From an optimization exercise on the open Yosys and OpenROAD flow, aimed at small area and few clock cycles per item; shortcuts taken in it are not production practice. In this exercise RTL edits were held to simulation tests only and were not proved equivalent to the original.

==> 04-18 <==
// hs32_pipeline
module hs32_pipeline
#(
    parameter logic [31:0] RESET_VECTOR_REGS = 32'h0000_0000
) (
    input  logic        clk,
    input  logic        reset,
    input  logic        valid_i,
    output logic        ready_o,
    input  logic [31:0] op_i,
    input  logic        banksel_i,
    output logic        valid_o,
    input  logic        ready_i,
    output logic [31:0] data_o
);
clock: 7.0 ns
lec_check: 0
cap_margin: 20
core_margin: 2
core_utilization: 50
cts_cluster_diameter: 80
cts_cluster_size: 24
setup_slack_margin: 0.05
slew_margin: 20
run.sh (not shown) runs the stock make flow with config.mk's settings and CLKGATE_MAP_FILE= SYNTH_SCRIPT=/design/flow/synth_recipe.tcl, a recipe that flattens the netlist after the stock synthesis.
==> 06-20: changes against 04-18 <==
==> flow/flow/run.sh (new file) <==
#!/bin/bash
set -euo pipefail
W=$(pwd)
bash "$W/standard.sh" \
  "CTS_ARGS=-sink_clustering_enable -repair_clock_nets -sink_clustering_size 24 -sink_clustering_max_diameter 80 -dont_use_dummy_load" \
  "BUFFER_PORTS_ARGS=-buffer_cell sky130_fd_sc_hd__buf_1" \
  finish > "$W/flow_make.log" 2>&1
test -s "$W/out/final.def"
==> flow/standard.sh (new file) <==
#!/bin/bash
# synth_recipe.tcl (not shown) runs the flow's synth.tcl, then flattens the netlist and writes it again
# the make line also repeats each setting of config.mk as NAME=value (left out here)
make -C /OpenROAD-flow-scripts/flow DESIGN_CONFIG=/design/flow/config.mk WORK_HOME=/design/flow/orfs CLKGATE_MAP_FILE= SYNTH_SCRIPT=/design/flow/synth_recipe.tcl "${@:-finish}"
- CTS_CLUSTER_DIAMETER: 80 -> default
- CTS_CLUSTER_SIZE: 24 -> default
removed: flow/run.sh
==> 07-04: changes against 04-18 <==
- CTS_BUF_LIST: default -> sky130_fd_sc_hd__clkbuf_8
- CTS_CLUSTER_DIAMETER: 80 -> default
- CTS_CLUSTER_SIZE: 24 -> default
- SETUP_SLACK_MARGIN: 0.05 -> 0.1
==> 09-02: changes against 04-18 <==
- CTS_CLUSTER_DIAMETER: 80 -> default
- CTS_CLUSTER_SIZE: 24 -> default
- SETUP_SLACK_MARGIN: 0.05 -> 0.1
==> flow_summary.toml <==
[outcome]
status = "timing/DRC/antenna clean"

[layout]
final_cell_mix = "edfxtp_1 (1112), a22oi_1 (711), buf_4 (209), nor2_1 (179), nand2_1 (156)"
clock_buffers = 150

[routing]
met1_length_mm = 85.0

[clocking]
cts_inserted_buffers = 117
cts-root-buf = "clkbuf_16"

[power_and_ir_drop]
clock_power_share_pct = 45.9
p_sw_share_pct = 20.4

[global_routing]
grt_pass1_wl_mm = 338

[critical_path]
required_ps = 7610
the above is filed under 09-02

==> flow_summary.toml <==
[routing]
met1_length_mm = 85.6

[layout]
clock_buffers = 58
drive_above_1_share_pct = 11.0
n_all_inverters = 82
final_cell_mix = "edfxtp_1 (1112), a22oi_1 (711), buf_4 (205), nor2_1 (179), nand2_1 (156)"

[global_routing]
grt_pass1_wl_mm = 333

[power_and_ir_drop]
p_sw_share_pct = 20.0
clock_power_share_pct = 32.9

[clocking]
cts-root-buf = "clkbuf_16"
cts_inserted_buffers = 58

[outcome]
status = "timing/DRC/antenna clean"

[place]
globalplace.congestion = 1.01
the above is filed under 06-20

==> flow_summary.toml <==
[outcome]
status = "timing/DRC/antenna clean"

[clocking]
cts-root-buf = "clkbuf_16"
cts_inserted_buffers = 58

[global_routing]
grt_pass1_wl_mm = 336

[routing]
met1_length_mm = 84.9

[critical_path]
required_ps = 7630

[layout]
clock_buffers = 64
final_cell_mix = "edfxtp_1 (1112), a22oi_1 (711), buf_4 (208), nor2_1 (179), nand2_1 (156)"

[power_and_ir_drop]
clock_power_share_pct = 34.7
the above is filed under 04-18

==> flow_summary.toml <==
[power_and_ir_drop]
p_sw_share_pct = 21.8
p_comb_w = 0.0000575
clock_power_share_pct = 43.1

[critical_path]
crit_slowest_cell = "and3_2"
cp.depth = 19
required_ps = 7580

[routing]
wire_per_inst_um = 45.5
met1_length_mm = 85.6

[timing]
max_slew_margin_pct = 6.16

[clocking]
cts_inserted_buffers = 186

[global_routing]
grt_pass1_wl_mm = 339

[outcome]
status = "timing/DRC/antenna clean"

[layout]
final_cell_mix = "edfxtp_1 (1112), a22oi_1 (711), buf_4 (208), clkbuf_8 (191), nor2_1 (179)"
clock_buffers = 191
the above is filed under 07-04

Testbench counts of 04-18, summed over its fixed seeds: cycles 25,824, items 24,000.
Testbench counts of 06-20, summed over its fixed seeds: cycles 25,824, items 24,000.
Testbench counts of 07-04, summed over its fixed seeds: cycles 25,824, items 24,000.
Testbench counts of 09-02, summed over its fixed seeds: cycles 25,824, items 24,000.

## port drivers added, routing unchanged
The flow's constraints put no driver on any port. The routed layouts listed below were extracted and timed again, unchanged, in two steps. Step 1 (the two cells are an assumption about what drives the block):
set clk [get_ports {clk}]
set_driving_cell -lib_cell sky130_fd_sc_hd__clkbuf_16 $clk
set_driving_cell -lib_cell sky130_fd_sc_hd__buf_2 [delete_from_list [all_inputs] $clk]
Step 2, shift: input delay + t, output delay - t, t = (earliest + latest rising clock arrival at the registers) / 2. This alone moves slack from input paths to output paths. a / b / c = ideal ports / drivers / drivers and shift; a / b = the first two.
run | shift t [ns] | slack for setup (ns) | clock arrival spread, ns
04-18 | 0.830 | 0.471 / 0.471 / 0.471 | 0.057 / 0.057
06-20 | 0.784 | 0.291 / 0.291 / 0.291 | 0.095 / 0.095
07-04 | 0.966 | 0.403 / 0.403 / 0.403 | 0.060 / 0.059
09-02 | 0.820 | 0.492 / 0.492 / 0.492 | 0.040 / 0.040
After both steps every run listed still meets setup and hold.
